This is an optimization exercise on Yosys and OpenROAD, whose aim is small area, a short achievable clock period and few clock cycles, not a production implementation.
Where RTL was checked, it was by simulation tests only, not by an equivalence proof against the original.
No functional check of the RTL was part of runs 1, 3 and 4.
Power is estimated from default activity; no workload was simulated.

==> flow/design.v (outline; a module is shown in full before it is edited, if it fits) <==
// module axil_slave_port: 86 lines
// module operand_loader: 51 lines
// module mv_dot: 874 lines
// module result_reader: 17 lines
// module matvec_accel_top: 160 lines
module matvec_accel_top (
  input  logic            clk_main_a0,
  input  logic            rst_main_n_sync,
  input  logic            awvalid,
  input  axil_pkg::addr_t awaddr,
  output logic            awready,
  input  logic            wvalid,
  input  axil_pkg::word_t wdata,
  input  logic [3:0]      wstrb,
  output logic            wready,
  output logic            bvalid,
  output axil_pkg::resp_t bresp,
  input  logic            bready,
  input  logic            arvalid,
  input  axil_pkg::addr_t araddr,
  output logic            arready,
  output logic            rvalid,
  output axil_pkg::word_t rdata,
  output axil_pkg::resp_t rresp,
  input  logic            rready,
  output logic            busy
);
  // ...
==> flow/run.sh <==
#!/bin/bash
# synth_recipe.tcl (not shown) runs the flow's synth.tcl, then flattens the netlist and writes it again
# the make line also repeats each setting of config.mk as NAME=value (left out here)
make -C /OpenROAD-flow-scripts/flow DESIGN_CONFIG=/design/flow/config.mk WORK_HOME=/design/flow/orfs CLKGATE_MAP_FILE= SYNTH_SCRIPT=/design/flow/synth_recipe.tcl finish
==> flow/config.mk <==
export PLATFORM = sky130hd
export DESIGN_NAME = matvec_accel_top
export DESIGN_NICKNAME = matvec_accel_top
export VERILOG_FILES = /design/flow/design.v
export SDC_FILE = /design/flow/constraint.sdc
export NUM_CORES = 4
export LEC_CHECK = 0
export CAP_MARGIN = 20
export CORE_MARGIN = 2
export CORE_UTILIZATION = 40
export SLEW_MARGIN = 20
==> flow/constraint.sdc <==
create_clock -name core_clock -period 13.0 [get_ports {clk_main_a0}]
set_input_delay 2.6000 -clock core_clock [delete_from_list [all_inputs] [get_ports {clk_main_a0}]]
set_output_delay 2.6000 -clock core_clock [all_outputs]
set_load 0.01 [all_outputs]
==> run notes, run 1 <==
* Outcome: timing/DRC/antenna clean
* Clock Power Share at 45.8%
* Highest attainable clock frequency at between 0.2 and 0.25 GHz
* Type of the tightest min-delay check: reg -> reg
* Max-cap violations at 0
* Transition time of the tightest slew-check pin at roughly 1200 ps
* Worst Setup EP: u_operand_loader.g_ring[0].ring[41]
* Leading cell type in the layout, fill and taps excluded: edfxtp_1
* Clock Root Buffer: clkbuf_16
* Switching power of the nets at about 3200 µW
* Data buffer area share at around 1.8%
* FFs & Latches at between 2k and 3k
* Area occupied by multi-input gates at about 32000 µm²
* Post-Route Setup TNS at 0 ps
* Filler Cells Inserted at ~24k
* Antenna fix cells at 16
* Logic inverters at between 500 and 600
* CP max-delay cell: buf_4
* Met1 Resource Use GR at 31.7%
* Post-synthesis sequential area ratio at 67.7%
* Type of origin of the critical path: flip-flop
* Starting density of the core at around two fifths
* Pre-CTS setup slack at slightly below 8000 ps
* Fraction of area in multi-input gates at 26.1%
* Critical path capture point type: flip-flop
* Worst Path Class, Setup: reg -> reg
* Hold violation total from the final report at 0
* Via count of the first global-routing pass at between 50k and 60k
* Highest-power group: registers
* Combinational share of power at 0.5%
* Shortest period the worst path allows at 4850 ps
* Power consumed by sequential cells at a little under 9000 µW
* Worst path most repeated cell: buf_4
* Endpoint arrival time on the critical path at between 5000 and 6000 ps
* Power density relative to cell area at 133 nW/µm²
* Worst slew slack as a fraction of its limit at a little under a fifth
* Clock Buffer Count at 369
* Cell family with the largest share of critical-path delay: buffers and inverters
==> module operand_loader, before the edit <==
module operand_loader (
  input  logic              clk_main_a0,
  input  logic              rst_main_n_sync,
  input  logic              data_wr,
  input  axil_pkg::word_t   data_wdata,
  input  logic              rotate,
  output logic              last_word,
  output logic              vec_wr,
  output logic              cnt_wr,
  output logic [matvec_pkg::LANES*matvec_pkg::DIM*matvec_pkg::ELEM_W-1:0] head,
  output logic [matvec_pkg::LANES*matvec_pkg::DIM*matvec_pkg::ELEM_W-1:0] tail
);
  localparam int RW = matvec_pkg::DIM * matvec_pkg::ELEM_W;
  localparam int D  = matvec_pkg::DEPTH;
  matvec_pkg::load_idx_t load_idx;
  logic mat_wr;
  assign last_word = (load_idx == matvec_pkg::load_idx_t'(matvec_pkg::LOAD_WORDS - 1));
  assign mat_wr    = data_wr && (load_idx < matvec_pkg::load_idx_t'(matvec_pkg::MAT_WORDS));
  assign vec_wr    = data_wr && !mat_wr && !last_word;
  assign cnt_wr    = data_wr && last_word;
  always_ff @(posedge clk_main_a0) begin
    if (!rst_main_n_sync) begin
      load_idx <= '0;
    end else if (data_wr) begin
      if (last_word) begin
        load_idx <= '0;
      end else begin
        load_idx <= load_idx + 1'b1;
      end
    end
  end
  for (genvar q = 0; q < matvec_pkg::LANES; q++) begin : g_ring
    logic [D*RW-1:0] ring;
    logic shift_in, ring_shift;
    assign shift_in   = mat_wr && (load_idx[2 +: $clog2(matvec_pkg::LANES)] == q);
    assign ring_shift = shift_in && (load_idx[1:0] == 2'd0)
                        && (load_idx[5:2+$clog2(matvec_pkg::LANES)] != '0);
    always_ff @(posedge clk_main_a0) begin
      if (rotate || ring_shift) begin
        ring[0 +: (D-1)*RW] <= ring[RW +: (D-1)*RW];
      end
      if (rotate) begin
        ring[(D-1)*RW +: RW] <= ring[0 +: RW];
      end else if (shift_in) begin
        ring[(D-1)*RW +: RW] <= {data_wdata, ring[(D-1)*RW+32 +: RW-32]};
      end
    end
    assign head[q*RW +: RW] = ring[0 +: RW];
    assign tail[q*RW +: RW] = ring[(D-1)*RW +: RW];
  end
endmodule
==> run 2: changes to the inputs <==
--- a/flow/design.v
+++ b/flow/design.v
@@ -5,4 +5,5 @@
   localparam int LANES  = 2;
   localparam int DEPTH  = DIM / LANES;
+  localparam int LANE_BITS = 1;
   typedef logic [ELEM_W-1:0]         elem_t;
   typedef logic [DIM*ELEM_W-1:0]     vec_t;
@@ -149,7 +150,7 @@
     logic [D*RW-1:0] ring;
     logic shift_in, ring_shift;
-    assign shift_in   = mat_wr && (load_idx[2 +: $clog2(matvec_pkg::LANES)] == q);
+    assign shift_in   = mat_wr && (load_idx[2 +: matvec_pkg::LANE_BITS] == q);
     assign ring_shift = shift_in && (load_idx[1:0] == 2'd0)
-                        && (load_idx[5:2+$clog2(matvec_pkg::LANES)] != '0);
+                        && (load_idx[5:2+matvec_pkg::LANE_BITS] != '0);
     always_ff @(posedge clk_main_a0) begin
       if (rotate || ring_shift) begin
==> run 2 against run 1 <==
Net effect: clock skew stayed put; register-to-register slack hardly changed; die area stayed put; critical path depth stayed put; non-clock buffer count stayed put; critical endpoint unchanged; largest cell class unchanged.
==> run notes, run 2 <==
* Outcome: timing/DRC/antenna clean
* Iteration-0 DRC count of the detailed router at 6987
* Power density relative to cell area at 133 nW/µm² (unchanged)
* Layout cell share with drive strength beyond 1 at between 6 and 7%
* Via count at between 50k and 60k
* Fraction of registers with async set or reset after synthesis at 0%
* Pin count of the biggest net entering global routing at about 220
* Type of the tightest min-delay check: reg -> reg
* Worst slew slack as a fraction of its limit at 18.9% (unchanged)
* Highest net fanout along the worst path at around 110
* Part of the cycle the worst path needs at 37.3%
* Top cell type's share of synthesized area at about 63%
* Total area of sequential cells at roughly 74000 µm²
* Static power due to leakage at 0.0438 µW
* Gpl congestion at 0.942
* Filler Cells Inserted at 23.9k (unchanged)
* Netlist area before placement at ~110000 µm²
* Cell type with the largest total area after synthesis: edfxtp_1
* Area occupied by multi-input gates at 32300 µm² (unchanged)
* Number of H-tree levels at 5
* CP required at 13520 ps
* Total of buffers placed on input and output ports at 140
* Pre-CTS setup slack at 7800 ps (unchanged)
* Num ports at roughly 150
* Die width at about 530 µm
* CTS tree: built
* Longest Clk Path Bufs at 4
* Post-route antenna net violation count at 0
* Setup repair after global routing missed its margin: false
* Clock Root Buffer: clkbuf_16
* Quantity of hold-fixing buffers added after cts at 0
* Via count of the first global-routing pass at 59.4k (unchanged)
* Type of origin of the critical path: flip-flop
* Post-route DRC at 0
* Peak supply drop at about 84 µV
* Transition time of the tightest slew-check pin at 1220 ps (unchanged)
* Overall die area at 277000 µm²
* Floorplan Core Area at about 270000 µm²
* Quantity of gates resized following cts at 0
* Non-filler instance count after layout at 11.4k
* Critical path capture point type: flip-flop
* Post-Route Setup TNS at 0 ps (unchanged)
* Register ranked first by flip-flop count: u_operand_loader.g_ring.ring
* First-pass GRT wire length at about 440000 µm
* Vias per cell at around 5.1
* Total global routing track utilization at roughly 23%
* Starting density of the core at 40.2% (unchanged)
* Leading cell type in the layout, fill and taps excluded: edfxtp_1
* Number of flip-flops in the largest register at between 2k and 2.5k
* Setup fix buffers added after clock tree synthesis at 0
* Clock insertion delay at the later pin of the skew report at ~960 ps
* Highest attainable clock frequency at 0.206 GHz (unchanged)
* Shortest period the worst path allows at 4850 ps (unchanged)
* Std cell rows at approximately 190
* Number of cells after detailed placement at between 10k and 15k
* Syn Area/Cell at between 10 and 15 µm²
* First-pass DRT Iterations at 5
* Max-cap violations at 0 (unchanged)
* Synthesis-to-layout area growth at 13.3%
* Nets at approximately 8.4k
* Number of pins exceeding their max-slew limit in the final report at 0
* Worst Path Class, Setup: reg -> reg
* Count of final setup violators at 0
* Post-synthesis register bit count at approximately 2.6k
* Most used cells in the layout excluding fill and tap cells: edfxtp_1, nand2_1, fa_1
* Setup slack of the critical path after layout at roughly 8200 ps
* Number of buffers inserted during clock tree synthesis at between 200 and 300
* Clock skew after layout at 74.4 ps
* Hold violation total from the final report at 0 (unchanged)
* Number of enable-type register cells in the synthesized netlist at roughly 2.3k
* Final Routed Wirelength at 317000 µm
* Top area cells in the synthesized netlist: edfxtp_1, fa_1, nand2_1, dfxtp_1, xnor2_1
* Top post-synthesis cells by count: edfxtp_1, nand2_1, fa_1
* Count of distinct cell types in the synthesized netlist at between 50 and 60
* Number of sinks on the clock net at between 2k and 3k
* Congestion Overflow GR at 0
* Vertical extent of the die at about 530 µm
* Endpoint arrival time on the critical path at 5360 ps (about the same)
* Largest registers ranked by flip-flop count: u_operand_loader.g_ring.ring (2048), ny (128), x (128)
* Detailed placement HPWL at approximately 220000 µm
* Wire length per cell after detailed routing at between 20 and 30 µm
* Post-synthesis sequential area ratio at 67.7% (unchanged)
* Gate Count Post-Synth at 7359
* Most used standard cell by instance count after synthesis: edfxtp_1
* Primary flip-flop cell chosen by synthesis mapping: edfxtp_1
* Clock-pin slew reported for the worst setup and hold paths after clock tree synthesis at 60 ps
* Yosys warning total at 5
* Smallest hold slack at roughly 320 ps
* Initial antenna violation count at 40
==> run 2: cell counts in the layout (fill, tap and decap cells not counted) <==
No cell type changed its count.
==> run 2: report_power, final <==
part / internal [µW] / switching (µW) / leakage (µW)
logic: 42.5 / 43.5 / 0.0168
registers: 8810 / 20.5 / 0.0228
clock network: 4400 / 3140 / 0.00420
total: 13300 / 3210 / 0.0438
==> run 2: cells by family (layout without fill, tap and decap cells) <==
| logic type | Yosys count | count (layout) | synth area share [%] |
|---|---|---|---|
| AOI/OAI and AO/OA | 87 | 87 | 0.521 |
| xor gates and xnor gates | 488 | 488 | 3.95 |
| adders and majority gates | 700 | 700 | 12.8 |
| buffers and inverters | 808 | 1279 | 2.81 |
| DFF | 2552 | 2552 | 67.7 |
| muxes | 157 | 157 | 1.81 |
| other | 1 | 20 | 0.00344 |
| and+or+nand+nor | 2566 | 2566 | 10.4 |
==> run 2: cell type report <==
class                   instances  share of cell area [%]
repair buffers                233                    1.78
clock inverters               110                   0.761
diodes                         16                  0.0324
flip-flops and latches       2552                    59.8
multi-input cells            4002                    26.1
well taps                    3570                    3.62
inverters                     567                    1.72
clock buffers                 369                    6.20
==> run 2: worst max-delay path: stages (launching register included) <==
cell	delay, ps
dfxtp_1	400
inv_1	90
ha_1	220
nand2_1	150
o21ai_4	80
o31ai_4	70
buf_4	690
a21boi_4	320
buf_12	460
buf_4	710
buf_4	870
==> run 2: path summary, 6_finish.rpt <==
check / from / endpoint / slack, ps / depth (start not counted)
hold / removal: g2[2] / g3[2] / 320 / 0
setup reg to reg: ph[0] / u_operand_loader.g_ring[0].ring[41] / 8150 / 10
hold reg to reg: g2[2] / g3[2] / 320 / 0
setup / recovery: ph[0] / u_operand_loader.g_ring[0].ring[41] / 8150 / 10
==> run 2: per-stage QoR <==
step / total power (µW) / area (µm²) / util (%)
final: 16500 / 124000 / 45.6
after global routing: 16900 / 124000 / 45.6
after CTS: 16600 / 123000 / 45.6
after detailed placement: 9090 / 115000 / 42.4
after global placement: 9090 / 115000 / 42.4
after floorplan: 9020 / 109000 / -
==> run 2: layer usage <==
metal	global-route usage [%]	vias up	wire (µm)
met5	0.121	-	61
met4	12.9	4	20200
met3	4.37	577	24100
met2	34.1	2411	140000
met1	31.7	30400	133000
li1	-	25000	-
Testbench counts of run 2, summed over its fixed seeds: cycles 35,391.
==> module matvec_accel_top, before the edit <==
module matvec_accel_top (
  input  logic            clk_main_a0,
  input  logic            rst_main_n_sync,
  input  logic            awvalid,
  input  axil_pkg::addr_t awaddr,
  output logic            awready,
  input  logic            wvalid,
  input  axil_pkg::word_t wdata,
  input  logic [3:0]      wstrb,
  output logic            wready,
  output logic            bvalid,
  output axil_pkg::resp_t bresp,
  input  logic            bready,
  input  logic            arvalid,
  input  axil_pkg::addr_t araddr,
  output logic            arready,
  output logic            rvalid,
  output axil_pkg::word_t rdata,
  output axil_pkg::resp_t rresp,
  input  logic            rready,
  output logic            busy
);
  localparam int EW = matvec_pkg::ELEM_W;
  localparam int L  = matvec_pkg::LANES;
  localparam int D  = matvec_pkg::DEPTH;
  localparam int K1 = matvec_pkg::DIM - L;
  logic  wr_done, wr_hit_now, wr_nz_now;
  logic  data_wr;
  axil_pkg::word_t data_wdata;
  logic  data_rd;
  axil_pkg::word_t rd_word;
  logic  last_word, vec_wr, cnt_wr;
  localparam int RW = matvec_pkg::DIM * EW;
  logic [L*RW-1:0] head, tail;
  logic  start, tap, rotate;
  logic  taps_on;
  logic  [3:0] ph;
  logic  v2, v3;
  logic  [2:0] g2, g3;
  logic  last_pass;
  matvec_pkg::iter_t iter_left;
  matvec_pkg::vec_t x;
  matvec_pkg::vec_t ny, ny_d;
  logic [L*EW-1:0] y_all;
  axil_slave_port u_axil_slave_port (
    .clk_main_a0     (clk_main_a0),
    .rst_main_n_sync (rst_main_n_sync),
    .awvalid         (awvalid),
    .awaddr          (awaddr),
    .awready         (awready),
    .wvalid          (wvalid),
    .wdata           (wdata),
    .wstrb           (wstrb),
    .wready          (wready),
    .bvalid          (bvalid),
    .bresp           (bresp),
    .bready          (bready),
    .arvalid         (arvalid),
    .araddr          (araddr),
    .arready         (arready),
    .rvalid          (rvalid),
    .rdata           (rdata),
    .rresp           (rresp),
    .rready          (rready),
    .wr_done         (wr_done),
    .wr_hit_now      (wr_hit_now),
    .wr_nz_now       (wr_nz_now),
    .data_wr         (data_wr),
    .data_wdata      (data_wdata),
    .data_rd         (data_rd),
    .rd_word         (rd_word)
  );
  operand_loader u_operand_loader (
    .clk_main_a0     (clk_main_a0),
    .rst_main_n_sync (rst_main_n_sync),
    .data_wr         (data_wr),
    .data_wdata      (data_wdata),
    .rotate          (rotate),
    .last_word       (last_word),
    .vec_wr          (vec_wr),
    .cnt_wr          (cnt_wr),
    .head            (head),
    .tail            (tail)
  );
  result_reader u_result_reader (
    .clk_main_a0     (clk_main_a0),
    .rst_main_n_sync (rst_main_n_sync),
    .data_rd         (data_rd),
    .result          (ny),
    .rd_word         (rd_word)
  );
  assign start     = wr_done && wr_hit_now && wr_nz_now && last_word;
  assign tap       = taps_on && (ph != 4'(D));
  assign rotate    = tap;
  assign last_pass = (iter_left == matvec_pkg::iter_t'(1));
  always_ff @(posedge clk_main_a0) begin
    if (!rst_main_n_sync) begin
      busy    <= 1'b0;
      taps_on <= 1'b0;
      ph      <= '0;
      v2      <= 1'b0;
      v3      <= 1'b0;
    end else begin
      v2 <= tap;
      v3 <= v2;
      if (start) begin
        busy    <= 1'b1;
        taps_on <= 1'b1;
        ph      <= '0;
      end else begin
        busy <= (taps_on && !(tap && ph == 4'(D-1) && last_pass)) || tap || v2;
        if (taps_on) begin
          ph <= (ph == 4'(D)) ? 4'd0 : ph + 4'd1;
          if (tap && ph == 4'(D-1) && last_pass) begin
            taps_on <= 1'b0;
          end
        end
      end
    end
  end
  always_ff @(posedge clk_main_a0) begin
    g2 <= ph[2:0];
    g3 <= g2;
    if (cnt_wr) begin
      iter_left <= data_wdata;
    end else if (tap && ph == 4'(D-1)) begin
      iter_left <= iter_left - 1'b1;
    end
  end
  for (genvar q = 0; q < L; q++) begin : g_lane
    mv_dot u_dot (
      .clk_main_a0 (clk_main_a0),
      .a1          (head[q*RW +: K1*EW]),
      .x1          (x[0 +: K1*EW]),
      .a2          (tail[q*RW + K1*EW +: L*EW]),
      .x2          (x[K1*EW +: L*EW]),
      .y           (y_all[q*EW +: EW])
    );
  end
  assign ny_d = {y_all, ny[matvec_pkg::DIM*EW-1 : L*EW]};
  always_ff @(posedge clk_main_a0) begin
    if (!rst_main_n_sync) begin
      ny <= '0;
    end else if (v3) begin
      ny <= ny_d;
    end
  end
  always_ff @(posedge clk_main_a0) begin
    if (vec_wr) begin
      x <= {data_wdata, x[matvec_pkg::DIM*EW-1 : 32]};
    end else begin
      if (v3 && g3 == 3'(D-2)) begin
        x[0 +: K1*EW] <= ny_d[L*EW +: K1*EW];
      end
      if (v3 && g3 == 3'(D-1)) begin
        x[K1*EW +: L*EW] <= y_all;
      end
    end
  end
endmodule
==> run 3: changes to the inputs <==
--- a/flow/design.v
+++ b/flow/design.v
@@ -119,7 +119,9 @@
   input  logic              clk_main_a0,
   input  logic              rst_main_n_sync,
+  input  logic              wr_done,
+  input  logic              wr_hit,
   input  logic              data_wr,
   input  axil_pkg::word_t   data_wdata,
-  input  logic              rotate,
+  input  logic              rotate_next,
   output logic              last_word,
   output logic              vec_wr,
@@ -131,8 +133,10 @@
   localparam int D  = matvec_pkg::DEPTH;
   matvec_pkg::load_idx_t load_idx;
-  logic mat_wr;
+  logic mat_idx, vec_idx;
+  logic vec_wr_q;
   assign last_word = (load_idx == matvec_pkg::load_idx_t'(matvec_pkg::LOAD_WORDS - 1));
-  assign mat_wr    = data_wr && (load_idx < matvec_pkg::load_idx_t'(matvec_pkg::MAT_WORDS));
-  assign vec_wr    = data_wr && !mat_wr && !last_word;
+  assign mat_idx   = (load_idx < matvec_pkg::load_idx_t'(matvec_pkg::MAT_WORDS));
+  assign vec_idx   = !mat_idx && !last_word;
+  assign vec_wr    = vec_wr_q;
   assign cnt_wr    = data_wr && last_word;
   always_ff @(posedge clk_main_a0) begin
@@ -147,17 +151,37 @@
     end
   end
+  always_ff @(posedge clk_main_a0) begin
+    if (!rst_main_n_sync) begin
+      vec_wr_q <= 1'b0;
+    end else begin
+      vec_wr_q <= wr_done && wr_hit && vec_idx;
+    end
+  end
   for (genvar q = 0; q < matvec_pkg::LANES; q++) begin : g_ring
     logic [D*RW-1:0] ring;
-    logic shift_in, ring_shift;
-    assign shift_in   = mat_wr && (load_idx[2 +: matvec_pkg::LANE_BITS] == q);
-    assign ring_shift = shift_in && (load_idx[1:0] == 2'd0)
-                        && (load_idx[5:2+matvec_pkg::LANE_BITS] != '0);
+    logic shift_in_next, ring_shift_next;
+    logic tail_in, tail_rot, move;
+    assign shift_in_next   = wr_done && wr_hit && mat_idx
+                             && (load_idx[2 +: matvec_pkg::LANE_BITS] == q);
+    assign ring_shift_next = shift_in_next && (load_idx[1:0] == 2'd0)
+                             && (load_idx[5:2+matvec_pkg::LANE_BITS] != '0);
     always_ff @(posedge clk_main_a0) begin
-      if (rotate || ring_shift) begin
+      if (!rst_main_n_sync) begin
+        tail_in  <= 1'b0;
+        tail_rot <= 1'b0;
+        move     <= 1'b0;
+      end else begin
+        tail_in  <= shift_in_next;
+        tail_rot <= rotate_next;
+        move     <= rotate_next || ring_shift_next;
+      end
+    end
+    always_ff @(posedge clk_main_a0) begin
+      if (move) begin
         ring[0 +: (D-1)*RW] <= ring[RW +: (D-1)*RW];
       end
-      if (rotate) begin
+      if (tail_rot) begin
         ring[(D-1)*RW +: RW] <= ring[0 +: RW];
-      end else if (shift_in) begin
+      end else if (tail_in) begin
         ring[(D-1)*RW +: RW] <= {data_wdata, ring[(D-1)*RW+32 +: RW-32]};
       end
@@ -1098,9 +1122,12 @@
   localparam int RW = matvec_pkg::DIM * EW;
   logic [L*RW-1:0] head, tail;
-  logic  start, tap, rotate;
+  logic  start, tap;
+  logic  taps_on_d, rotate_next;
+  logic  [3:0] ph_d;
+  logic  sw_lo, sw_hi;
   logic  taps_on;
   logic  [3:0] ph;
   logic  v2, v3;
-  logic  [2:0] g2, g3;
+  logic  [2:0] g2;
   logic  last_pass;
   matvec_pkg::iter_t iter_left;
@@ -1139,7 +1166,9 @@
     .clk_main_a0     (clk_main_a0),
     .rst_main_n_sync (rst_main_n_sync),
+    .wr_done         (wr_done),
+    .wr_hit          (wr_hit_now),
     .data_wr         (data_wr),
     .data_wdata      (data_wdata),
-    .rotate          (rotate),
+    .rotate_next     (rotate_next),
     .last_word       (last_word),
     .vec_wr          (vec_wr),
@@ -1157,6 +1186,19 @@
   assign start     = wr_done && wr_hit_now && wr_nz_now && last_word;
   assign tap       = taps_on && (ph != 4'(D));
-  assign rotate    = tap;
   assign last_pass = (iter_left == matvec_pkg::iter_t'(1));
+  always_comb begin
+    taps_on_d = taps_on;
+    ph_d      = ph;
+    if (start) begin
+      taps_on_d = 1'b1;
+      ph_d      = '0;
+    end else if (taps_on) begin
+      ph_d = (ph == 4'(D)) ? 4'd0 : ph + 4'd1;
+      if (tap && ph == 4'(D-1) && last_pass) begin
+        taps_on_d = 1'b0;
+      end
+    end
+  end
+  assign rotate_next = taps_on_d && (ph_d != 4'(D));
   always_ff @(posedge clk_main_a0) begin
     if (!rst_main_n_sync) begin
@@ -1166,25 +1208,18 @@
       v2      <= 1'b0;
       v3      <= 1'b0;
+      sw_lo   <= 1'b0;
+      sw_hi   <= 1'b0;
     end else begin
-      v2 <= tap;
-      v3 <= v2;
-      if (start) begin
-        busy    <= 1'b1;
-        taps_on <= 1'b1;
-        ph      <= '0;
-      end else begin
-        busy <= (taps_on && !(tap && ph == 4'(D-1) && last_pass)) || tap || v2;
-        if (taps_on) begin
-          ph <= (ph == 4'(D)) ? 4'd0 : ph + 4'd1;
-          if (tap && ph == 4'(D-1) && last_pass) begin
-            taps_on <= 1'b0;
-          end
-        end
-      end
+      v2      <= tap;
+      v3      <= v2;
+      sw_lo   <= v2 && g2 == 3'(D-2);
+      sw_hi   <= v2 && g2 == 3'(D-1);
+      taps_on <= taps_on_d;
+      ph      <= ph_d;
+      busy    <= start || taps_on_d || tap || v2;
     end
   end
   always_ff @(posedge clk_main_a0) begin
     g2 <= ph[2:0];
-    g3 <= g2;
     if (cnt_wr) begin
       iter_left <= data_wdata;
@@ -1215,8 +1250,8 @@
       x <= {data_wdata, x[matvec_pkg::DIM*EW-1 : 32]};
     end else begin
-      if (v3 && g3 == 3'(D-2)) begin
+      if (sw_lo) begin
         x[0 +: K1*EW] <= ny_d[L*EW +: K1*EW];
       end
-      if (v3 && g3 == 3'(D-1)) begin
+      if (sw_hi) begin
         x[K1*EW +: L*EW] <= y_all;
       end
==> flow/flow/run.sh (new file) <==
#!/bin/bash
set -euo pipefail
bash standard.sh synth > synth.log 2>&1
bash standard.sh SETUP_SLACK_MARGIN=9.2 finish > layout.log 2>&1
==> flow/standard.sh (new file) <==
#!/bin/bash
# synth_recipe.tcl (not shown) runs the flow's synth.tcl, then flattens the netlist and writes it again
# the make line also repeats each setting of config.mk as NAME=value (left out here)
make -C /OpenROAD-flow-scripts/flow DESIGN_CONFIG=/design/flow/config.mk WORK_HOME=/design/flow/orfs CLKGATE_MAP_FILE= SYNTH_SCRIPT=/design/flow/synth_recipe.tcl "${@:-finish}"
--- a/flow/config.mk
+++ b/flow/config.mk
@@ -6,4 +6,5 @@
 export NUM_CORES = 4
 export LEC_CHECK = 0
+export ABC_CLOCK_PERIOD_IN_PS = 3800
 export CAP_MARGIN = 20
 export CORE_MARGIN = 2
removed: flow/run.sh
==> run 3 against run 2 <==
Net effect: flip-flop and latch count grew 5; synthesized area is 0.15% higher; worst hold slack better by 39 ps; non-clock buffer count increased by 310; global-route usage fell by 0.29 points; fmax grew 20%; sequential share of layout area fell by 1.8 points.
==> run notes, run 3 <==
* Clock insertion delay at the later pin of the skew report at 880 ps (-80 ps)
* Nets at 8214 (-2.7%)
* Total global routing track utilization at 22.7% (-0.29 points)
* Post-synthesis simple-gate area fraction at 7.61% (-2.8 points)
* Quantity of hold-fixing buffers added after cts at 0 (unchanged)
* Transition time of the tightest slew-check pin at 1130 ps (-81.9 ps)
* Outcome: timing/DRC/antenna clean
* Cell count of the worst reg-to-reg path at 11 (+1)
* Via count at 57.7k (-1.2%)
* Yosys warning total at 5 (unchanged)
* Longest Clk Path Bufs at 4 (unchanged)
* Clock-pin slew reported for the worst setup and hold paths after clock tree synthesis at 60 ps (about the same)
* Flop-to-flop setup slack at 9170 ps (+1020 ps)
* Highest attainable clock frequency at 0.247 GHz (+20%)
* Number of enable-type register cells in the synthesized netlist at 2272 (unchanged)
* Worst Path Class, Setup: reg -> out
* Startpoint of the worst-slack reg-to-reg timing path: x[91]
* Cell type with the largest total area after synthesis: edfxtp_1
* CP max-delay cell: edfxtp_1
* Leading cell type in the layout, fill and taps excluded: edfxtp_1
* Most used cells in the layout excluding fill and tap cells: edfxtp_1, nand2_1, fa_1
* Num ports at 149 (unchanged)
* Count of distinct cell types in the synthesized netlist at 59 (unchanged)
* Post-route antenna net violation count at 0 (unchanged)
* Via count of the first global-routing pass at 57.8k (-2.8%)
* Top cell type's share of synthesized area at 62.5% (-0.091 points)
* Static power due to leakage at 0.0444 µW (+1.5%)
* Type of origin of the critical path: flip-flop
* Die width at 526 µm (about the same)
* Overall die area at 277000 µm² (+0.14%)
* Floorplan Core Area at 271000 µm² (about the same)
* Area after detailed placement at 115000 µm² (+0.14%)
* Pin count of the biggest net entering global routing at 197 (-8.4%)
* Gpl congestion at 0.950 (+0.80%)
* Mux share of post-synthesis cell area at 4.77% (+3.0 points)
* Std cell rows at 191 (unchanged)
* Post-Route Setup TNS at 0 ps (unchanged)
* Vias per cell at 5.15 (+0.73%)
* Shortest period the worst path allows at 4040 ps (-804 ps)
* Design area at 128000 µm² (+3.3%)
* Fraction of registers with async set or reset after synthesis at 0% (unchanged)
* Xor/xnor share of the synthesized area at 3.93% (-0.014 points)
* Number of sinks on the clock net at 2557 (+0.20%)
* End of the worst register-to-register path: g_lane[1].u_dot.s1[21]
* Number of buffers inserted during clock tree synthesis at 277 (-1.8%)
* Min-Delay Startpoint: u_operand_loader.g_ring[1].ring[249]
* Primary flip-flop cell chosen by synthesis mapping: edfxtp_1
* Post-synthesis sequential area ratio at 67.7% (about the same)
* Layout cell share with drive strength beyond 1 at 16.1% (+9.3 points)
* Hold violation total from the final report at 0 (unchanged)
* Gate Count Post-Synth at 6776 (-7.9%)
* CTS tree: built
* Endpoint arrival time on the critical path at 1440 ps (-3920 ps)
* Post-synthesis register bit count at 2557 (+0.20%)
* Starting density of the core at 40.3% (about the same)
* Worst slew slack as a fraction of its limit at 24.3% (+5.5 points)
* Highest net fanout along the worst path at 1 (-99%)
* Non-filler instance count after layout at 11.2k (-1.9%)
* Number of cells after detailed placement at 10.4k (-5.0%)
* Synth Area in Compound Gates at 0.503% (-0.018 points)
* Cell family with the largest share of critical-path delay: flip-flops
* Final Routed Wirelength at 319000 µm (+0.56%)
* Clock skew after layout at 65.5 ps (-8.91 ps)
* Setup repair after global routing missed its margin: true
* Worst stage delay on the critical path at 420 ps (-450 ps)
* First-pass DRT Iterations at 6 (+1)
* Total of buffers placed on input and output ports at 140 (unchanged)
* Part of the cycle the worst path needs at 31.1% (-6.2 points)
* Power density relative to cell area at 129 nW/µm² (-3.0%)
* Congestion Overflow GR at 0 (unchanged)
* Count of final setup violators at 0 (unchanged)
* Iteration-0 DRC count of the detailed router at 6767 (-3.1%)
* Critical-path cell list: buf_2
* Type of the tightest min-delay check: reg -> reg
* Post-route DRC at 0 (unchanged)
* Top area cells in the synthesized netlist: edfxtp_1, fa_1, dfxtp_1, nand2_1, xnor2_1
* Peak supply drop at 87.8 µV (+4.4%)
* Worst Hold End: u_operand_loader.g_ring[1].ring[121]
* Clock Root Buffer: clkbuf_16
* Dominant combinational cell family by area after synthesis: adder cells
* Vertical extent of the die at 526 µm (about the same)
* CP required at 10400 ps (-3120 ps)
* Top post-synthesis cells by count: edfxtp_1, nand2_1, fa_1
* Synthesis-to-layout area growth at 16.8%
* Max-cap violations at 0 (unchanged)
* Sum of buffers and inverters on the critical path at 1 (-4)
* Number of instances on the worst hold path at 0 (unchanged)
* Wire length per cell after detailed routing at 28.5 µm (+2.5%)
* Initial antenna violation count at 43 (+7.5%)
* Most used standard cell by instance count after synthesis: edfxtp_1
* Syn Area/Cell at 16.1 µm² (+8.8%)
* Number of H-tree levels at 5 (unchanged)
* Filler Cells Inserted at 23.2k (-2.8%)
* Register ranked first by flip-flop count: u_operand_loader.g_ring.ring
* Netlist area before placement at 109000 µm² (+0.15%)
* Critical path capture point type: output port
* Number of pins exceeding their max-slew limit in the final report at 0 (unchanged)
* Number of flip-flops in the largest register at 2048 (unchanged)
* Detailed placement HPWL at 218000 µm (-3.1%)
* First-pass GRT wire length at 438000 µm (-1.4%)
* Area share of fa/ha/maj cells after synthesis at 12.8% (-0.019 points)
* Largest registers ranked by flip-flop count: u_operand_loader.g_ring.ring (2048), ny (128), x (128)
[run 3: changes by cell type after synthesis, sizes merged, moves of 11 or more]
| cell | previous run | this run |
|---|---|---|
| nand2 | 1849 | 936 |
| a21oi | 4 | 22 |
| clkbuf | 209 | 169 |
| nand2b | 2 | 40 |
| mux2 | 2 | 284 |
| o21a | 14 | 3 |
| inv | 567 | 587 |
[run 3: cell families (layout without fill, tap and decap cells)]
family | count (synthesis) | count (layout)
buf+inv | 782 | 1621
mux | 445 | 445
compound gates | 94 | 94
simple gates | 1710 | 1711
fa+ha+maj | 700 | 700
other cells | 1 | 19
xor+xnor | 487 | 487
flops | 2557 | 2557
[run 3: repair_timing]
item                                    CTS  global route
pin swaps                                19            31
gates resized for setup                 233            76
endpoints found under the setup margin  537           399
gates cloned                              1             4
setup buffers                           250            63
[run 3: area by class of cell]
type	instances	area [µm²]	share of cell area, %
flip-flops and latches	2557	74000	58.0
clock inverters	144	1360	1.07
clock buffers	347	7310	5.73
repair buffers	543	5650	4.43
diodes	15	37.5	0.0294
multi-input cells	3441	32600	25.5
inverters	587	2200	1.73
well taps	3570	4470	3.50
[run 3: report_power, final]
part / switching, µW / total (µW) / internal, µW
Combinational: 52.9 / 97.7 / 44.8
Sequential: 20.4 / 8850 / 8820
Clock: 3190 / 7560 / 4360
Total: 3270 / 16500 / 13200
[run 3: how the worst max path moves through the flow]
stage                                    startpoint                                  to  depth (start not counted)
global placement                         araddr[11]         u_result_reader.word_sel[1]                          7
CTS                      u_axil_slave_port.rdata[0]                            rdata[0]                          1
detailed placement                       araddr[11]         u_result_reader.word_sel[1]                          7
finish                   u_axil_slave_port.rdata[0]                            rdata[0]                          1
global route             u_axil_slave_port.rdata[0]                            rdata[0]                          1
floorplan           u_operand_loader.g_ring[0].move  u_operand_loader.g_ring[0].ring[0]                          0
[run 3: through the flow]
step / hold slack [ps] / utilization (%) / total power (µW) / setup slack (ps)
after CTS: 380 / 46.6 / 16700 / 8890
after floorplan: 379 / - / 9030 / 6150
final: 363 / 47.0 / 16500 / 8960
after detailed placement: 405 / 42.4 / 9110 / 7490
after global placement: 392 / 42.4 / 9110 / 7510
after global routing: 388 / 47.0 / 17000 / 8910
[run 3: per-layer routing]
layer / vias up / wire [µm] / GRT usage [%]
li1: 24300 / - / -
met1: 30100 / 132000 / 31.4
met4: 10 / 20700 / 12.6
met3: 636 / 26800 / 4.47
met5: - / 68 / 0
met2: 2624 / 140000 / 33.6
==> run 4: changes to the inputs <==
--- a/flow/config.mk
+++ b/flow/config.mk
@@ -10,3 +10,5 @@
 export CORE_MARGIN = 2
 export CORE_UTILIZATION = 40
+export CTS_CLUSTER_DIAMETER = 100
+export CTS_CLUSTER_SIZE = 30
 export SLEW_MARGIN = 20
==> run 4 against run 3 <==
Net effect: clock skew rose by 2.1 ps; global-route usage is 0.44 points lower; core utilization fell by 1.9 points; die area unchanged; synthesized area is the same; critical path depth unchanged; synthesized cell count did not move; sequential share of layout area increased by 2.4 points; worst setup slack better by 6.2 ps; routed wire length is 1.7% lower; register-to-register slack lost 30 ps.
==> run notes, run 4 <==
* Pin count of the biggest net entering global routing at 197 (unchanged)
* Combinational share of power at 0.7% (about the same)
* Largest registers ranked by flip-flop count: u_operand_loader.g_ring.ring (2048), ny (128), x (128)
* Register ranked first by flip-flop count: u_operand_loader.g_ring.ring
* Number of flip-flops in the largest register at 2048 (unchanged)
* Detailed placement HPWL at 218000 µm (unchanged)
* Endpoint arrival time on the critical path at 1440 ps (about the same)
* Max-cap violations at 0 (unchanged)
* Transition time of the tightest slew-check pin at 1130 ps (-4.04 ps)
* Setup repair after global routing missed its margin: true
* Std cell rows at 191 (unchanged)
* Vertical extent of the die at 526 µm (unchanged)
* Floorplan Core Area at 271000 µm² (unchanged)
* Startpoint of the worst-slack reg-to-reg timing path: x[89]
* Gpl congestion at 0.950 (unchanged)
* Post-Route Setup TNS at 0 ps (unchanged)
* Iteration-0 DRC count of the detailed router at 7027 (+3.8%)
* End of the worst register-to-register path: g_lane[1].u_dot.s1[21]
* Total chip power at 13100 µW (-21%)
* Count of distinct cell types in the synthesized netlist at 59 (unchanged)
* Worst Path Class, Setup: reg -> out
* Initial antenna violation count at 38 (-12%)
* Number of sinks on the clock net at 2557 (unchanged)
* Clock Power Share at 31.8% (-14 points)
* Most used standard cell by instance count after synthesis: edfxtp_1
* Yosys warning total at 5 (unchanged)
* Nets at 8035 (-2.2%)
* Power density relative to cell area at 107 nW/µm² (-17%)
* Num ports at 149 (unchanged)
* Number of cells after detailed placement at 10.4k (unchanged)
* Gate Count Post-Synth at 6776 (unchanged)
* CTS tree: built
* Min-Delay Startpoint: u_operand_loader.g_ring[1].ring[417]
* Number of buffers inserted during clock tree synthesis at 105 (-62%)
* CP max-delay cell: edfxtp_1
* Post-synthesis sequential area ratio at 67.7% (unchanged)
* Pre-CTS setup slack at 7490 ps (unchanged)
* Post-synthesis register bit count at 2557 (unchanged)
* Worst Hold End: u_operand_loader.g_ring[1].ring[289]
* Worst slew slack as a fraction of its limit at 24.6% (+0.27 points)
* Hold violation total from the final report at 0 (unchanged)
* Cell family with the largest share of critical-path delay: flip-flops
* Leading cell type in the layout, fill and taps excluded: edfxtp_1
* Post-route DRC at 0 (unchanged)
* Clock skew after layout at 67.6 ps (+2.06 ps)
* Via count of the first global-routing pass at 55.9k (-3.3%)
* Highest net fanout along the worst path at 1 (unchanged)
* Wire length per cell after detailed routing at 28.8 µm (+1.2%)
* Vias per cell at 5.16 (+0.11%)
* Count of final setup violators at 0 (unchanged)
* Total global routing track utilization at 22.2% (-0.44 points)
* Switching power of the nets at 2630 µW (-20%)
* Type of the tightest min-delay check: reg -> reg
* Worst stage delay on the critical path at 430 ps (about the same)
* Layout cell share with drive strength beyond 1 at 13.4% (-2.7 points)
* Setup slack of the critical path after layout at 8960 ps (+6.18 ps)
* Type of origin of the critical path: flip-flop
* First-pass GRT wire length at 428000 µm (-2.2%)
* Clock-pin slew reported for the worst setup and hold paths after clock tree synthesis at 110 ps (+50 ps)
* Post-route antenna net violation count at 0 (unchanged)
* Peak supply drop at 92.0 µV (+4.9%)
* Via count at 56.1k (-2.8%)
* Part of the cycle the worst path needs at 31.1% (-0.048 points)
* Number of H-tree levels at 3 (-2)
* Congestion Overflow GR at 0 (unchanged)
* Most used cells in the layout excluding fill and tap cells: edfxtp_1, nand2_1, fa_1
* CP required at 10400 ps (about the same)
* Syn Area/Cell at 16.1 µm² (unchanged)
* Netlist area before placement at 109000 µm² (unchanged)
* Die width at 526 µm (unchanged)
* First-pass DRT Iterations at 8 (+2)
* Flop-to-flop setup slack at 9140 ps (-30 ps)
* Overall die area at 277000 µm² (unchanged)
* Switching power as a share of total power at 20.0% (+0.24 points)
* Fraction of registers with async set or reset after synthesis at 0% (unchanged)
* Primary flip-flop cell chosen by synthesis mapping: edfxtp_1
* Number of pins exceeding their max-slew limit in the final report at 0 (unchanged)
* Clock insertion delay at the later pin of the skew report at 850 ps (-30 ps)
* Internal power at 10500 µW (-21%)
* Critical-path cell list: buf_2
* Final Routed Wirelength at 314000 µm (-1.7%)
* Non-filler instance count after layout at 10.9k (-2.9%)
* Number of enable-type register cells in the synthesized netlist at 2272 (unchanged)
* Worst setup path startpoint: u_axil_slave_port.rdata[20]
* Clock Root Buffer: clkbuf_16
* Top post-synthesis cells by count: edfxtp_1, nand2_1, fa_1
* Part of the power in registers at 67.4% (+14 points)
* Number of instances on the worst hold path at 0 (unchanged)
* Outcome: timing/DRC/antenna clean
* Area after detailed placement at 115000 µm² (unchanged)
* Design area at 122000 µm² (-4.0%)
* Static power due to leakage at 0.0420 µW (-5.5%)
* Cell type with the largest total area after synthesis: edfxtp_1
* Top area cells in the synthesized netlist: edfxtp_1, fa_1, dfxtp_1, nand2_1, xnor2_1
* Total of buffers placed on input and output ports at 140 (unchanged)
* Critical path capture point type: output port
* Cell count of the worst reg-to-reg path at 11 (unchanged)
* Synthesis-to-layout area growth at 12.1%
* Shortest period the worst path allows at 4040 ps (-6.18 ps)
* Highest attainable clock frequency at 0.248 GHz (+0.15%)
* Top cell type's share of synthesized area at 62.5% (unchanged)
* Starting density of the core at 40.3% (unchanged)
* Sum of buffers and inverters on the critical path at 1 (unchanged)
* Longest Clk Path Bufs at 3 (-1)
run 4: cell counts after synthesis:
Identical to the previous run, type by type.
run 4: power by group through the flow:
stage / combinational (µW) / sequential [µW] / clock [µW]
after detailed placement: 90.4 / 9020 / 0
after global routing: 104 / 8830 / 4550
after floorplan: 27.2 / 9010 / 0
after CTS: 93.4 / 8830 / 4300
after global placement: 89.7 / 9020 / 0
final: 98.2 / 8830 / 4170
run 4: cell type report:
class                           instances  area, µm²
Sequential cell                      2557      74000
Multi-Input combinational cell       3441      32600
Inverter                              587       2200
Clock inverter                         34        556
Clock buffer                          146       2780
Antenna cell                           11       27.5
Tap cell                             3570       4470
Timing Repair Buffer                  536       5810
Fill cell                           23600     149000
run 4: how the worst max path moves through the flow:
stage          slack, ps                                 end  cells after the start
2_1_floorplan       6150  u_operand_loader.g_ring[0].ring[0]                      0
3_5_place_dp        7490         u_result_reader.word_sel[1]                      7
3_3_place_gp        7510         u_result_reader.word_sel[1]                      7
6_report            8960                           rdata[20]                      1
5_1_grt             8890                           rdata[20]                      1
4_1_cts             8890                            rdata[0]                      1
run 4: logic make-up (layout without fill, tap and decap cells):
kind of cell	count (synthesis)	after routing	synth area share [%]
AOI/OAI and AO/OA	94	94	0.503
xor gates and xnor gates	487	487	3.93
adders and majority gates	700	700	12.8
buffers and inverters	782	1303	2.72
DFF	2557	2557	67.7
muxes	445	445	4.77
other	1	15	0.00343
and+or+nand+nor	1710	1711	7.61
run 4: routing by layer:
layer	track usage [%]	up-vias	part of all wire, %
li1	-	23800	-
met1	31.0	29500	42
met2	33.4	2286	44
met3	3.97	509	7.8
met4	11.5	11	6.3
met5	0	-	0.033
run 4: metrics by stage:
stage          utilization (%)  hold slack [ps]
2_1_floorplan                -              379
3_3_place_gp              42.4              392
3_5_place_dp              42.4              405
4_1_cts                   44.7              399
5_1_grt                   45.1              400
6_report                  45.1              392
run 4: timing repair:
action	CTS	global route
gates cloned	1	4
endpoints found under the hold margin	0	0
pin swaps	14	37
buffers inserted	238	68
resized for setup	228	113
hold buffers	0	0
endpoints found under the setup margin	550	350
==> module axil_slave_port, before the edit <==
module axil_slave_port (
  input  logic            clk_main_a0,
  input  logic            rst_main_n_sync,
  input  logic            awvalid,
  input  axil_pkg::addr_t awaddr,
  output logic            awready,
  input  logic            wvalid,
  input  axil_pkg::word_t wdata,
  input  logic [3:0]      wstrb,
  output logic            wready,
  output logic            bvalid,
  output axil_pkg::resp_t bresp,
  input  logic            bready,
  input  logic            arvalid,
  input  axil_pkg::addr_t araddr,
  output logic            arready,
  output logic            rvalid,
  output axil_pkg::word_t rdata,
  output axil_pkg::resp_t rresp,
  input  logic            rready,
  output logic            wr_done,
  output logic            wr_hit_now,
  output logic            wr_nz_now,
  output logic            data_wr,
  output axil_pkg::word_t data_wdata,
  output logic            data_rd,
  input  axil_pkg::word_t rd_word
);
  logic aw_hs, w_hs, b_hs, ar_hs;
  logic aw_have, w_have;
  logic aw_hit, ar_hit;
  logic wr_hit_q;
  logic wr_fire;
  axil_pkg::word_t wd_q;
  assign bresp = axil_pkg::RESP_OKAY;
  assign rresp = axil_pkg::RESP_OKAY;
  assign aw_hs   = awvalid && awready;
  assign w_hs    = wvalid && wready;
  assign b_hs    = bvalid && bready;
  assign aw_have = !awready || aw_hs;
  assign w_have  = !wready || w_hs;
  assign wr_done = aw_have && w_have && !bvalid;
  assign aw_hit     = (awaddr == axil_pkg::DATA_REG_ADDR);
  assign wr_hit_now = aw_hs ? aw_hit : wr_hit_q;
  assign wr_nz_now  = w_hs ? (wdata != '0) : (wd_q != '0);
  always_ff @(posedge clk_main_a0) begin
    if (!rst_main_n_sync) begin
      awready <= 1'b1;
      wready  <= 1'b1;
      bvalid  <= 1'b0;
      wr_fire <= 1'b0;
    end else begin
      awready <= b_hs || (awready && !aw_hs);
      wready  <= b_hs || (wready && !w_hs);
      bvalid  <= wr_done || (bvalid && !bready);
      wr_fire <= wr_done;
    end
  end
  always_ff @(posedge clk_main_a0) begin
    if (aw_hs) begin
      wr_hit_q <= aw_hit;
    end
    if (w_hs) begin
      wd_q <= wdata;
    end
  end
  assign data_wr    = wr_fire && wr_hit_q;
  assign data_wdata = wd_q;
  assign ar_hs   = arvalid && arready;
  assign ar_hit  = (araddr == axil_pkg::DATA_REG_ADDR);
  assign data_rd = ar_hs && ar_hit;
  always_ff @(posedge clk_main_a0) begin
    if (!rst_main_n_sync) begin
      arready <= 1'b1;
      rvalid  <= 1'b0;
    end else begin
      arready <= !(ar_hs || (rvalid && !rready));
      rvalid  <= ar_hs || (rvalid && !rready);
    end
  end
  always_ff @(posedge clk_main_a0) begin
    if (ar_hs) begin
      rdata <= ar_hit ? rd_word : axil_pkg::UNIMPL_VALUE;
    end
  end
endmodule
==> run 5: changes to the inputs <==
--- a/flow/design.v
+++ b/flow/design.v
@@ -5,4 +5,5 @@
   localparam int LANES  = 2;
   localparam int DEPTH  = DIM / LANES;
+  localparam int SLOTS  = DEPTH + 1;
   localparam int LANE_BITS = 1;
   typedef logic [ELEM_W-1:0]         elem_t;
@@ -54,5 +55,6 @@
   output axil_pkg::word_t data_wdata,
   output logic            data_rd,
-  input  axil_pkg::word_t rd_word
+  input  axil_pkg::word_t rd_word,
+  input  logic            rd_hold
 );
   logic aw_hs, w_hs, b_hs, ar_hs;
@@ -60,4 +62,5 @@
   logic aw_hit, ar_hit;
   logic wr_hit_q;
+  axil_pkg::word_t rd_value, rdata_held;
   logic wr_fire;
   axil_pkg::word_t wd_q;
@@ -104,12 +107,14 @@
       rvalid  <= 1'b0;
     end else begin
-      arready <= !(ar_hs || (rvalid && !rready));
+      arready <= !(ar_hs || (rvalid && !rready) || rd_hold);
       rvalid  <= ar_hs || (rvalid && !rready);
     end
   end
+  assign rd_value = ar_hit ? rd_word : axil_pkg::UNIMPL_VALUE;
   always_ff @(posedge clk_main_a0) begin
     if (ar_hs) begin
-      rdata <= ar_hit ? rd_word : axil_pkg::UNIMPL_VALUE;
+      rdata_held <= rd_value;
     end
+    rdata <= ar_hs ? rd_value : rdata_held;
   end
 endmodule
@@ -119,17 +124,17 @@
   input  logic              clk_main_a0,
   input  logic              rst_main_n_sync,
-  input  logic              wr_done,
-  input  logic              wr_hit,
   input  logic              data_wr,
   input  axil_pkg::word_t   data_wdata,
-  input  logic              rotate_next,
   output logic              last_word,
   output logic              vec_wr,
   output logic              cnt_wr,
+  output logic [3:0]        ph,
+  output logic [3:0]        base_m1,
   output logic [matvec_pkg::LANES*matvec_pkg::DIM*matvec_pkg::ELEM_W-1:0] head,
   output logic [matvec_pkg::LANES*matvec_pkg::DIM*matvec_pkg::ELEM_W-1:0] tail
 );
   localparam int RW = matvec_pkg::DIM * matvec_pkg::ELEM_W;
-  localparam int D  = matvec_pkg::DEPTH;
+  localparam int S  = matvec_pkg::SLOTS;
+  localparam int LB = matvec_pkg::LANE_BITS;
   matvec_pkg::load_idx_t load_idx;
   logic mat_idx, vec_idx;
@@ -155,38 +160,57 @@
       vec_wr_q <= 1'b0;
     end else begin
-      vec_wr_q <= wr_done && wr_hit && vec_idx;
+      vec_wr_q <= data_wr && vec_idx;
+    end
+  end
+  logic [3:0] base;
+  always_ff @(posedge clk_main_a0) begin
+    if (!rst_main_n_sync) begin
+      ph <= '0;
+    end else begin
+      ph <= (ph == 4'(S-1)) ? 4'd0 : ph + 4'd1;
+    end
+  end
+  localparam int LEAD = (2 * (matvec_pkg::LOAD_WORDS - 1)) % S;
+  always_ff @(posedge clk_main_a0) begin
+    if (!rst_main_n_sync) begin
+      base    <= '0;
+      base_m1 <= 4'(S-1);
+    end else if (data_wr && load_idx == '0) begin
+      base    <= 4'((int'(ph) + LEAD) % S);
+      base_m1 <= 4'((int'(ph) + LEAD + S - 1) % S);
     end
   end
   for (genvar q = 0; q < matvec_pkg::LANES; q++) begin : g_ring
-    logic [D*RW-1:0] ring;
-    logic shift_in_next, ring_shift_next;
-    logic tail_in, tail_rot, move;
-    assign shift_in_next   = wr_done && wr_hit && mat_idx
-                             && (load_idx[2 +: matvec_pkg::LANE_BITS] == q);
-    assign ring_shift_next = shift_in_next && (load_idx[1:0] == 2'd0)
-                             && (load_idx[5:2+matvec_pkg::LANE_BITS] != '0);
+    logic [S*RW-1:0] ring;
+    logic [RW-1:0]   stage;
+    logic            stage_in, stage_last, pend, ins;
+    logic [3:0]      slot;
     always_ff @(posedge clk_main_a0) begin
       if (!rst_main_n_sync) begin
-        tail_in  <= 1'b0;
-        tail_rot <= 1'b0;
-        move     <= 1'b0;
+        stage_in   <= 1'b0;
+        stage_last <= 1'b0;
+        pend       <= 1'b0;
       end else begin
-        tail_in  <= shift_in_next;
-        tail_rot <= rotate_next;
-        move     <= rotate_next || ring_shift_next;
+        stage_in   <= data_wr && mat_idx && (load_idx[2 +: LB] == q);
+        stage_last <= data_wr && mat_idx && (load_idx[2 +: LB] == q)
+                      && (load_idx[1:0] == 2'd3);
+        pend       <= (pend && !ins) || (stage_in && stage_last);
       end
     end
     always_ff @(posedge clk_main_a0) begin
-      if (move) begin
-        ring[0 +: (D-1)*RW] <= ring[RW +: (D-1)*RW];
+      if (data_wr && (load_idx[2 +: LB] == q) && (load_idx[1:0] == 2'd3)) begin
+        slot <= 4'((int'(base) + int'(load_idx[5:2+LB])) % S);
       end
-      if (tail_rot) begin
-        ring[(D-1)*RW +: RW] <= ring[0 +: RW];
-      end else if (tail_in) begin
-        ring[(D-1)*RW +: RW] <= {data_wdata, ring[(D-1)*RW+32 +: RW-32]};
+      if (stage_in) begin
+        stage <= {data_wdata, stage[RW-1:32]};
       end
     end
+    assign ins = pend && (ph == slot);
+    always_ff @(posedge clk_main_a0) begin
+      ring[0 +: (S-1)*RW] <= ring[RW +: (S-1)*RW];
+      ring[(S-1)*RW +: RW] <= ins ? stage : ring[0 +: RW];
+    end
     assign head[q*RW +: RW] = ring[0 +: RW];
-    assign tail[q*RW +: RW] = ring[(D-1)*RW +: RW];
+    assign tail[q*RW +: RW] = ring[(S-1)*RW +: RW];
   end
 endmodule
@@ -1123,6 +1147,6 @@
   logic [L*RW-1:0] head, tail;
   logic  start, tap;
-  logic  taps_on_d, rotate_next;
-  logic  [3:0] ph_d;
+  logic  armed, rd_hold;
+  logic  [3:0] ring_ph, base_m1;
   logic  sw_lo, sw_hi;
   logic  taps_on;
@@ -1161,14 +1185,14 @@
     .data_wdata      (data_wdata),
     .data_rd         (data_rd),
-    .rd_word         (rd_word)
+    .rd_word         (rd_word),
+    .rd_hold         (rd_hold)
   );
   operand_loader u_operand_loader (
     .clk_main_a0     (clk_main_a0),
     .rst_main_n_sync (rst_main_n_sync),
-    .wr_done         (wr_done),
-    .wr_hit          (wr_hit_now),
     .data_wr         (data_wr),
     .data_wdata      (data_wdata),
-    .rotate_next     (rotate_next),
+    .ph              (ring_ph),
+    .base_m1         (base_m1),
     .last_word       (last_word),
     .vec_wr          (vec_wr),
@@ -1187,23 +1211,12 @@
   assign tap       = taps_on && (ph != 4'(D));
   assign last_pass = (iter_left == matvec_pkg::iter_t'(1));
-  always_comb begin
-    taps_on_d = taps_on;
-    ph_d      = ph;
-    if (start) begin
-      taps_on_d = 1'b1;
-      ph_d      = '0;
-    end else if (taps_on) begin
-      ph_d = (ph == 4'(D)) ? 4'd0 : ph + 4'd1;
-      if (tap && ph == 4'(D-1) && last_pass) begin
-        taps_on_d = 1'b0;
-      end
-    end
-  end
-  assign rotate_next = taps_on_d && (ph_d != 4'(D));
+  logic taps_on_c, go;
+  assign go        = (ring_ph == base_m1);
+  assign taps_on_c = (taps_on && !(tap && ph == 4'(D-1) && last_pass)) || (armed && go);
   always_ff @(posedge clk_main_a0) begin
     if (!rst_main_n_sync) begin
       busy    <= 1'b0;
       taps_on <= 1'b0;
-      ph      <= '0;
+      armed   <= 1'b0;
       v2      <= 1'b0;
       v3      <= 1'b0;
@@ -1215,7 +1228,15 @@
       sw_lo   <= v2 && g2 == 3'(D-2);
       sw_hi   <= v2 && g2 == 3'(D-1);
-      taps_on <= taps_on_d;
-      ph      <= ph_d;
-      busy    <= start || taps_on_d || tap || v2;
+      taps_on <= taps_on_c || (start && go);
+      armed   <= (armed && !go) || (start && !go);
+      busy    <= start || armed || taps_on_c || tap;
+    end
+  end
+  assign rd_hold = v2 && !tap;
+  always_ff @(posedge clk_main_a0) begin
+    if (go) begin
+      ph <= '0;
+    end else begin
+      ph <= (ph == 4'(D)) ? 4'd0 : ph + 4'd1;
     end
   end
--- a/flow/config.mk
+++ b/flow/config.mk
@@ -11,4 +11,4 @@
 export CORE_UTILIZATION = 40
 export CTS_CLUSTER_DIAMETER = 100
-export CTS_CLUSTER_SIZE = 30
+export CTS_CLUSTER_SIZE = 25
 export SLEW_MARGIN = 20
==> run 5 against run 4 <==
Net effect: non-clock buffer count decreased by 134; final cell count increased by 5.3%; critical path depth is the same; sequential power is about 10% higher; worst setup slack got worse by 120 ps; core utilization grew 0.12 points; largest cell class unchanged; largest power group unchanged.
==> run notes, run 5 <==
* Outcome: timing/DRC/antenna clean
* Number of buffers inserted during clock tree synthesis at 150 (+43%)
* Synthesis-to-layout area growth at 12.4%
* Number of H-tree levels at 4 (+1)
* Longest Clk Path Bufs at 3 (unchanged)
* Post-synthesis register bit count at 3091 (+21%)
* First-pass DRT Iterations at 5 (-3)
* Met2 track demand over resource at 33.5% (+0.083 points)
* Floorplan Core Area at 260000 µm² (-4.3%)
* Number of instances on the worst hold path at 0 (unchanged)
* Post-Route Setup TNS at 0 ps (unchanged)
* Highest attainable clock frequency at 0.240 GHz (-2.9%)
* Critical-path cell list: buf_2
* Number of sinks on the clock net at 3091 (+21%)
* Met1 Resource Use GR at 30.9% (-0.038 points)
* Fraction of registers with async set or reset after synthesis at 0% (unchanged)
* Cell count of the worst reg-to-reg path at 9 (-2)
* Vertical extent of the die at 515 µm (-2.1%)
* Total of buffers placed on input and output ports at 140 (unchanged)
* Setup repair after global routing missed its margin: true
* Die width at 515 µm (-2.1%)
* Initial antenna violation count at 37 (-2.6%)
* Layout cell share with drive strength beyond 1 at 13.2% (-0.28 points)
* Clock Root Buffer: clkbuf_16
* Primary flip-flop cell chosen by synthesis mapping: dfxtp_1
* Count of final setup violators at 0 (unchanged)
* Detailed placement HPWL at 221000 µm (+1.5%)
* Layer with the highest usage: met2
* Std cell rows at 187 (-2.1%)
* Hold violation total from the final report at 0 (unchanged)
* Power density relative to cell area at 129 nW/µm² (+21%)
* Clock skew after layout at 62.8 ps (-4.75 ps)
* Most used standard cell by instance count after synthesis: dfxtp_1
* Worst stage delay on the critical path at 500 ps (+70 ps)
* Flop-to-flop setup slack at 9080 ps (-60 ps)
* Yosys warning total at 5 (unchanged)
* Worst Path Class, Setup: reg -> out
* Congestion Overflow GR at 0 (unchanged)
* Clock-pin slew reported for the worst setup and hold paths after clock tree synthesis at 90 ps (-20 ps)
* Leading cell type in the layout, fill and taps excluded: dfxtp_1
* Filler Cells Inserted at 23.2k (-1.9%)
* Top cell type's share of synthesized area at 49.8% (-13 points)
* Via count of the first global-routing pass at 54.8k (-1.8%)
* Transition time of the tightest slew-check pin at 1190 ps (+59.6 ps)
* Type of the tightest min-delay check: reg -> reg
* Worst Hold End: u_operand_loader.g_ring[1].ring[37]
* Startpoint of the worst-slack reg-to-reg timing path: x[16]
* Top area cells in the synthesized netlist: dfxtp_1, edfxtp_1, fa_1, and2_1, mux2_2
* Clock insertion delay at the later pin of the skew report at 860 ps (about the same)
* Vias per cell at 4.77 (-7.6%)
* Type of origin of the critical path: flip-flop
* Starting density of the core at 40.3% (about the same)
* Cell family with the largest share of critical-path delay: flip-flops
* Post-route DRC at 0 (unchanged)
* Pin count of the biggest net entering global routing at 87 (-56%)
* Quantity of hold-fixing buffers added after cts at 0 (unchanged)
* Cell type with the largest total area after synthesis: dfxtp_1
* Iteration-0 DRC count of the detailed router at 5085 (-28%)
* CTS tree: built
* Post-synthesis sequential area ratio at 63.8% (-3.9 points)
* Total global routing track utilization at 22.5% (+0.30 points)
* Worst slew slack as a fraction of its limit at 20.1% (-4.5 points)
* Syn Area/Cell at 13.9 µm² (-14%)
* First-pass GRT wire length at 415000 µm (-2.9%)
* Static power due to leakage at 0.0454 µW (+8.2%)
* Nets at 8745 (+8.8%)
* CP max-delay cell: edfxtp_1
* Number of pins exceeding their max-slew limit in the final report at 0 (unchanged)
* Via count at 54.6k (-2.7%)
* Largest registers ranked by flip-flop count: u_operand_loader.g_ring.ring (2304), u_operand_loader.g_ring.stage (256)
* Count of distinct cell types in the synthesized netlist at 72 (+22%)
* Overall die area at 266000 µm² (-4.2%)
* Gate Count Post-Synth at 7525 (+11%)
* Register ranked first by flip-flop count: u_operand_loader.g_ring.ring
* Netlist area before placement at 105000 µm² (-4.2%)
* Wire length per cell after detailed routing at 26.2 µm (-9.2%)
* Gpl congestion at 0.980 (+3.2%)
* Total chip power at 15200 µW (+16%)
* Part of the cycle the worst path needs at 32.0% (+0.94 points)
* Num ports at 149 (unchanged)
* End of the worst register-to-register path: g_lane[1].u_dot.s1[21]
* Post-route antenna net violation count at 0 (unchanged)
* Max-cap violations at 0 (unchanged)
* CP required at 10400 ps (about the same)
* Most used cells in the layout excluding fill and tap cells: dfxtp_1, and2_1, inv_1
* Highest net fanout along the worst path at 1 (unchanged)
* Final Routed Wirelength at 300000 µm (-4.4%)
* Number of enable-type register cells in the synthesized netlist at 488 (-79%)
* Critical path capture point type: output port
* Sum of buffers and inverters on the critical path at 1 (unchanged)
* Number of flip-flops in the largest register at 2304 (+13%)
* Endpoint arrival time on the critical path at 1560 ps (+120 ps)
* Top post-synthesis cells by count: dfxtp_1, and2_1, inv_1
* Shortest period the worst path allows at 4160 ps (+122 ps)
* Min-Delay Startpoint: u_operand_loader.g_ring[1].ring[165]
* Peak supply drop at 111 µV (+21%)
* Met3 layer usage reported by global route at 4.66% (+0.69 points)
run 5: per-layer routing:
layer	vias to the layer above	part of all wire (%)
met5	-	0
li1	24300	-
met2	1980	43
met3	482	7.4
met4	0	6.4
met1	27800	44
run 5: final cells by class:
type                            instances  area (µm²)  share of cell area, %
Sequential cell                      3091       66900                   56.9
Multi-Input combinational cell       3541       34900                   29.7
Tap cell                             3402        4260                   3.62
Clock buffer                          234        4120                   3.51
Timing Repair Buffer                  402        4020                   3.42
Inverter                              725        2730                   2.32
Clock inverter                         33         563                  0.479
Antenna cell                           29        72.6                 0.0618
run 5: worst max-delay path by stage:
stage                                startpoint                     endpoint  slack (ps)  depth (start not counted)
global placement                     araddr[12]  u_result_reader.word_sel[1]        7380                          8
finish              u_axil_slave_port.rdata[31]                    rdata[31]        8840                          1
global route        u_axil_slave_port.rdata[21]                    rdata[21]        8760                          1
CTS                 u_axil_slave_port.rdata[21]                    rdata[21]        8740                          1
detailed placement                   araddr[12]  u_result_reader.word_sel[1]        7370                          8
floorplan                u_operand_loader.ph[1]  u_operand_loader.base_m1[1]        9080                         23
run 5: logic make-up after synthesis:
family,share of synthesized area (%)
other,0.00359
and+or+nand+nor,8.25
adders and majority gates,13.6
muxes,5.72
DFF,63.8
xor gates and xnor gates,4.38
buffers and inverters,3.26
AOI/OAI and AO/OA,0.902
run 5: power by group:
part	leakage [µW]	total [µW]	internal, µW	switching, µW
Sequential	0.0253	9740	9700	40.1
Clock	0.00222	5330	2290	3040
Combinational	0.0179	143	70.3	72.6
Total	0.0454	15200	12100	3160
run 5: timing repair:
item	CTS	global route
pin swaps	29	71
buffers inserted	142	31
gates cloned	1	3
endpoints found under the setup margin	260	175
resized for setup	271	105
run 5: per-stage QoR:
stage | std cells | setup WS, ps | util [%] | hold WS [ps] | cell area, µm²
after global placement | 11000 | 7380 | 42.5 | 310 | 110000
after floorplan | 7528 | 9080 | - | 310 | 105000
after global routing | 11400 | 8760 | 45.2 | 277 | 117000
final | 11500 | 8840 | 45.2 | 284 | 118000
after detailed placement | 11000 | 7370 | 42.5 | 312 | 110000
after CTS | 11400 | 8740 | 45.0 | 271 | 117000
Testbench counts of run 5, summed over its fixed seeds: cycles 35,231.

afterwards: timing with drivers on the ports:
In the flow no input, the clock included, has a driving cell. The finished layouts below were timed again as built, in two steps.
Step 1, drivers: a clkbuf_16 drives clk_main_a0 and a buf_2 each remaining input, both assumed.
Step 2 also shifts input and output timing later by t, the mid clock arrival at the registers, as if the neighbouring blocks saw the same clock.
a / b / c = ideal / step 1 / step 2; a / b = the first two.
run	shift t [ns]	setup WS [ns]	worst hold slack (ns)
run 1	1.014	8.152 / 8.152 / 7.862	0.325 / 0.325 / 0.325
run 2	1.014	8.152 / 8.152 / 7.862	0.325 / 0.325 / 0.325
run 3	0.937	8.956 / 8.861 / 8.282	0.363 / 0.363 / 0.363
run 4	0.908	8.962 / 8.866 / 8.294	0.392 / 0.392 / 0.392
run 5	0.929	8.840 / 8.752 / 8.318	0.284 / 0.284 / 0.284
After both steps every run listed still meets setup and hold. The setup slack of run 3, which loses most, moves by -0.095 ns with the drivers and by -0.674 ns with both steps.
